This is an optimization exercise on Yosys and OpenROAD, whose aim is small area, a short achievable clock period and few clock cycles, not a production implementation.
The RTL of this run was laid out without a check of its function.
Power is estimated from default activity; no workload was simulated.

<file path="flow/design.v">
`timescale 1ns/1ps
module rv_core (
    input  logic        clk,
    input  logic        rst_n,
    input  logic        psel,
    input  logic        penable,
    input  logic        pwrite,
    input  logic [11:0] paddr,
    input  logic [31:0] pwdata,
    output logic        pready,
    output logic        pslverr,
    output logic [63:0] prdata
);
    logic setup;
    logic access;
    logic is_instr;
    logic is_hart;
    logic is_reg;
    logic bad;
    logic pready_q;
    logic pslverr_q;
    assign setup    = psel && !penable;
    assign access   = psel && penable;
    assign is_instr = paddr == 12'h000;
    assign is_hart  = paddr == 12'h004;
    assign is_reg   = (paddr[11:8] == 4'h1) && (paddr[2:0] == 3'b000);
    assign bad      = pwrite ? !is_instr : !(is_hart || is_reg);
    always_ff @(posedge clk) begin
        if (!rst_n) begin
            pready_q <= 1'b0;
        end else begin
            pready_q <= setup;
        end
        pslverr_q <= bad;
    end
    logic [6:0]  opc;
    logic [2:0]  f3;
    logic [6:0]  f7;
    logic [4:0]  rd;
    logic        op_imm;
    logic        op_r;
    logic        lui;
    logic        alu_op;
    logic        alt;
    logic        wr_ok;
    logic        wr_done;
    logic [63:0] imm;
    assign opc    = pwdata[6:0];
    assign rd     = pwdata[11:7];
    assign f3     = pwdata[14:12];
    assign f7     = pwdata[31:25];
    assign op_imm = opc == 7'b0010011;
    assign op_r   = opc == 7'b0110011;
    assign lui    = opc == 7'b0110111;
    assign alu_op = op_imm || op_r;
    assign alt    = op_r ? f7[5] : ((f3 == 3'b101) && f7[5]);
    always_comb begin
        wr_ok = 1'b0;
        if (lui) begin
            wr_ok = 1'b1;
        end else if (op_imm) begin
            if (f3 == 3'b001)      wr_ok = f7[6:1] == 6'b0;
            else if (f3 == 3'b101) wr_ok = {f7[6], f7[4:1]} == 5'b0;
            else                   wr_ok = 1'b1;
        end else if (op_r) begin
            wr_ok = (f7 == 7'b0000000)
                 || ((f7 == 7'b0100000) && ((f3 == 3'b000) || (f3 == 3'b101)));
        end
    end
    assign wr_done = access && pready_q && pwrite && is_instr;
    assign imm = lui ? {{32{pwdata[31]}}, pwdata[31:12], 12'b0}
                     : {{52{pwdata[31]}}, pwdata[31:20]};
    logic [63:0] regs [1:31];
    logic [63:0] rf   [32];
    logic [4:0]  raddr;
    logic [63:0] rdat;
    assign raddr = setup ? (pwrite ? pwdata[19:15] : paddr[7:3]) : pwdata[24:20];
    assign rf[0] = '0;
    for (genvar i = 1; i < 32; i++) begin : g_rf
        assign rf[i] = regs[i];
    end
    assign rdat = rf[raddr];
    logic        p_wr;
    logic [4:0]  p_rd;
    logic        c_inv;
    logic        c_add;
    logic        c_sll;
    logic        c_sr;
    logic        c_sra;
    logic        c_slt;
    logic        c_sltu;
    logic        c_xor;
    logic        c_or;
    logic        c_and;
    logic        c_b;
    logic [63:0] opa;
    logic [63:0] opb;
    logic [63:0] y;
    logic        fwd_hit;
    logic        sll_now;
    function automatic logic [63:0] rev64(input logic [63:0] v);
        for (int k = 0; k < 64; k++) rev64[k] = v[63-k];
    endfunction
    assign fwd_hit = p_wr && (p_rd == (pwrite ? pwdata[19:15] : paddr[7:3]));
    assign sll_now = access && pwrite && alu_op && (f3 == 3'b001);
    always_ff @(posedge clk) begin
        if (!rst_n) begin
            p_wr <= 1'b0;
        end else begin
            p_wr <= wr_done && wr_ok && (rd != 5'd0);
        end
        p_rd   <= rd;
        c_inv  <= alu_op && ((op_r && (f3 == 3'b000) && alt) || (f3 == 3'b010) || (f3 == 3'b011));
        c_add  <= alu_op && (f3 == 3'b000);
        c_sll  <= alu_op && (f3 == 3'b001);
        c_sr   <= alu_op && (f3 == 3'b101);
        c_sra  <= alu_op && (f3 == 3'b101) && alt;
        c_slt  <= alu_op && (f3 == 3'b010);
        c_sltu <= alu_op && (f3 == 3'b011);
        c_xor  <= alu_op && (f3 == 3'b100);
        c_or   <= alu_op && (f3 == 3'b110);
        c_and  <= alu_op && (f3 == 3'b111);
        c_b    <= lui;
        opb    <= (op_r ? rdat : imm)
                ^ {64{alu_op && ((op_r && (f3 == 3'b000) && alt) || (f3 == 3'b010) || (f3 == 3'b011))}};
        if (setup) begin
            opa <= is_hart ? 64'd5 : (fwd_hit ? y : rdat);
        end else if (sll_now) begin
            opa <= rev64(opa);
        end
    end
    logic [65:0] sum_x;
    logic [63:0] sum;
    logic        cout;
    logic        lt_s;
    logic        lt_u;
    logic [127:0] sh_in;
    logic [63:0] sh;
    assign sum_x = {1'b0, opa, 1'b1} + {1'b0, opb, c_inv};
    assign sum   = sum_x[64:1];
    assign cout  = sum_x[65];
    assign lt_u  = !cout;
    assign lt_s  = (opa[63] == opb[63]) ? opa[63] : sum[63];
    assign sh_in = {{64{c_sra && opa[63]}}, opa};
    assign sh    = 64'(sh_in >> opb[5:0]);
    assign y = ({64{c_add}} & sum)
             | ({64{c_sll}} & rev64(sh))
             | ({64{c_sr}}  & sh)
             | ({64{c_xor}} & (opa ^ opb))
             | ({64{c_or}}  & (opa | opb))
             | ({64{c_and}} & (opa & opb))
             | ({64{c_b}}   & opb)
             | {63'b0, (c_slt && lt_s) || (c_sltu && lt_u)};
    always_ff @(posedge clk) begin
        for (int i = 1; i < 32; i++) begin
            if (p_wr && (p_rd == 5'(i))) begin
                regs[i] <= y;
            end
        end
    end
    assign pready  = pready_q;
    assign pslverr = pslverr_q;
    assign prdata  = opa;
endmodule
</file>
<file path="flow/run.sh">
#!/bin/bash
# synth_recipe.tcl (not shown) runs the flow's synth.tcl, then flattens the netlist and writes it again
# the make line also repeats each setting of config.mk as NAME=value (left out here)
make -C /OpenROAD-flow-scripts/flow DESIGN_CONFIG=/design/flow/config.mk WORK_HOME=/design/flow/orfs CLKGATE_MAP_FILE= SYNTH_SCRIPT=/design/flow/synth_recipe.tcl finish
</file>
<file path="flow/config.mk">
export PLATFORM = sky130hd
export DESIGN_NAME = rv_core
export DESIGN_NICKNAME = rv_core
export VERILOG_FILES = /design/flow/design.v
export SDC_FILE = /design/flow/constraint.sdc
export NUM_CORES = 4
export LEC_CHECK = 0
export CAP_MARGIN = 20
export CORE_MARGIN = 2
export CORE_UTILIZATION = 40
export SLEW_MARGIN = 20
</file>
<file path="flow/constraint.sdc">
create_clock -name core_clock -period 6.8 [get_ports {clk}]
set_input_delay 1.3600 -clock core_clock [delete_from_list [all_inputs] [get_ports {clk}]]
set_output_delay 1.3600 -clock core_clock [all_outputs]
set_load 0.01 [all_outputs]
</file>
==> metrics.csv <==
metric;value;unit
Reg2Reg Setup Slack;1.16;ns
dpl ws;0.985;ns
Detail Route Antenna Nets;0;
Worst slew margin;0.180;
Post-synth EDFFs;2048;
CP max stage cell;a2111oi_1;
WL per Instance;39.4;µm
fin. max-slew vios;0;
clock buffer depth;3;
crit end category;flop;
drt total wl;381000;µm
Mapped Area;0.0904;mm²
count leader, synth;edfxtp_1;
Crit Path Max Fanout;9;
antenna violations before repair;20;
crit-path max cell delay;0.94;ns
TritonCTS clock tree;yes;
vias in the first global route;61000;
port bufs;114;
cell taking the most area after synthesis;edfxtp_1;
Post CTS Setup Buffer Count;0;
worst r2r dst;opa[54];
clock latency on the worst-skew pair;0.89;ns
synth top area cells;edfxtp_1 68%, a22oi_1 7.1%, nand2_1 2.5%;
worst path cell trace;inv_1 > ha_1 > a21oi_1 > o21ai_0 > a2111oi_1 > a211oi_1 > o21ai_1 > a21oi_1 > a41o_1 > a221o_1 > or2_0 > a32o_1;
Hold/Removal Path Class;reg -> reg;
largest net degree at the start of global routing;71;
die area;0.230;mm²
Final Hold Fails;0;
fmax;177;MHz
worst clock skew;0.101;ns
Root Driver;clkbuf_16;
total CTS buffers;204;
PostCTS Resize Cnt;0;
post-synth top area share;0.680;
clock-pin slew on the worst setup and hold paths;0.06;ns
P per Cell Area;269;mW/mm²
RD Place Congestion;1.02;
final worst slack;1.16;ns
design area;0.103;mm²
minimum clock period;5.64;ns
status;timing/DRC/antenna clean;
cell mode on critical path;a21oi_1;
Via density;6.71;
top cells by count, synth;2048 x edfxtp_1, 852 x a22oi_1, 600 x nand2_1;
#FFs+latches synth;2131;
Worst-Margin Slew;1.23;ns
Top Metal Used;met5;
max-cap violations;0;
grt total ovfl;0;
critical path class;reg -> reg;
share of async-settable or async-resettable flops after synthesis;0;
YS warnings;3;
Worst setup SP type;flop;
clk sink count;2131;
Setup TNS Final;0;ns
RSZ-0062 raised after global routing;no;
Crit path arrival time;6.22;ns
# rows;174;
WL met2;173000;µm
sequential area share after synthesis;0.698;
Worst Setup EP;opa[54];
Die Wd;479;µm
CP required;7.38;ns
Post-Syn Instances;6347;
DRC Markers;0;
Main synth FF type;edfxtp_1;
layout cells sized above 1;0.122;
Distinct cells, synth;88;
HPWL after DPL;233000;µm
syn_nets;6525;
starting density of the core;0.402;
DR vias;64900;
DRT Pass-1 Iters;9;
final net count;6676;
placed instance area;0.0965;mm²
core area;0.225;mm²
Tcrit/Tclk final;0.830;
cell depth of the worst flop-to-flop path;12;
hold buffers post-CTS;0;
crit path launch;opa[7];
initial drt markers;11500;
Routed met3 length;45900;µm
Synth-to-Final Area Change;14.0;%
Total GRT Usage;0.324;
M1 wire length;139000;µm
total I/O pin count;115;
Reg-to-Reg Start;opa[7];
Mean Syn Cell Area;14.2;µm²
Final setup viols;0;
Peak VDD IR;0.000281;V
first-pass GRT wire length;516000;µm
Static Leak;37.3;nW
CTS HTree Levels;4;
Chip Height;479;µm
## placed cells by master, fill, tap and decap left out, drive strengths merged, types with 83 or more instances in the layout
cell type and count:
nand3 103, o21ai 280, clkinv 97, a21oi 151
edfxtp 2048, nor3 122, nand4 107, clkdlybuf4s50 114
ha 128, inv 157, a22oi 852, nand2 600
nor2 269, dfxtp 83, clkbuf 260, buf 273
## cells by family after synthesis
group | count (synthesis) | synth area share
XOR/XNOR | 101 | 0.00978
AND/OR/NAND/NOR | 1384 | 0.0697
AO/OA/AOI/OAI | 1820 | 0.145
buffers and inverters | 595 | 0.0265
adder cells (fa/ha/maj) | 129 | 0.0179
flip-flops | 2131 | 0.698
multiplexers | 187 | 0.0326
## worst min-delay path by stage
stage | start | to | slack [ns] | cells after the start
after floorplan | pready_q | p_wr | 0.67 | 3
after global placement | pready_q | p_wr | 0.66 | 3
after detailed placement | pready_q | p_wr | 0.67 | 3
after CTS | pready_q | p_wr | 0.68 | 3
after global routing | pready_q | p_wr | 0.71 | 3
final | pready_q | p_wr | 0.69 | 3
## report_power, final
| part | total, mW | switching (mW) | internal (mW) |
|---|---|---|---|
| clock network | 11.2 | 5.07 | 6.10 |
| registers | 14.4 | 0.137 | 14.3 |
| logic | 2.10 | 1.47 | 0.633 |
| total | 27.7 | 6.68 | 21.0 |
## through the flow
step | std cells | hold slack, ns | util | total power [mW]
after global routing | 9665 | 0.714 | 0.458 | 28.3
after global placement | 9284 | 0.661 | 0.429 | 16.7
after floorplan | 6347 | 0.669 | - | 15.7
after detailed placement | 9284 | 0.667 | 0.429 | 16.7
final | 9666 | 0.685 | 0.458 | 27.7
after CTS | 9663 | 0.679 | 0.458 | 27.6
## layer usage
| layer | vias to the layer above | global-route usage |
|---|---|---|
| li1 | 25600 | - |
| met1 | 33300 | 0.424 |
| met2 | 5089 | 0.508 |
| met3 | 914 | 0.0702 |
| met4 | 6 | 0.167 |
| met5 | - | 0 |
## area by class of cell
cell class / instances / area (µm²)
Timing Repair Buffer: 387 / 3550
Clock buffer: 260 / 5380
Clock inverter: 119 / 1210
Tap cell: 2992 / 3740
Antenna cell: 3 / 7.51
Multi-Input combinational cell: 3621 / 25500
Sequential cell: 2131 / 63200
Inverter: 153 / 576
Fill cell: 19600 / 122000
## flip-flops by register name (all words and copies together), names as in the netlist, 5 cells and up
signal  count
regs     1984
opb        64
p_rd        5
opa        64
## critical path: cells and delay by family, from the launching register on
kind / cells / cell delay, ns
compound gates: 9 / 3.73
buf+inv: 1 / 0.11
fa+ha+maj: 1 / 0.44
flops: 1 / 0.87
simple gates: 1 / 0.24

## static timing again, ports no longer ideal
No port has a modelled driver above. Below, the same layout with a new extraction and two added sets of constraints. Step 1: set_driving_cell puts a clkbuf_16 on clk and a buf_2 on each other input, an assumption about the parent block. Step 2 times the ports against the registers' clock, not the clock port: input delays grow and output delays shrink by t, the midpoint of the rising clock arrivals with the driver on. Three values: ideal, step 1, step 2; two values: the first two.
t (ns): 0.929
setup slack, ns: 1.157 / 1.157 / 0.781
worst slew at a driven data input, ns: 0.05
After both steps setup and hold are still met in this run. The setup slack of this run moves by 0.000 ns with the drivers and by -0.376 ns with both steps.
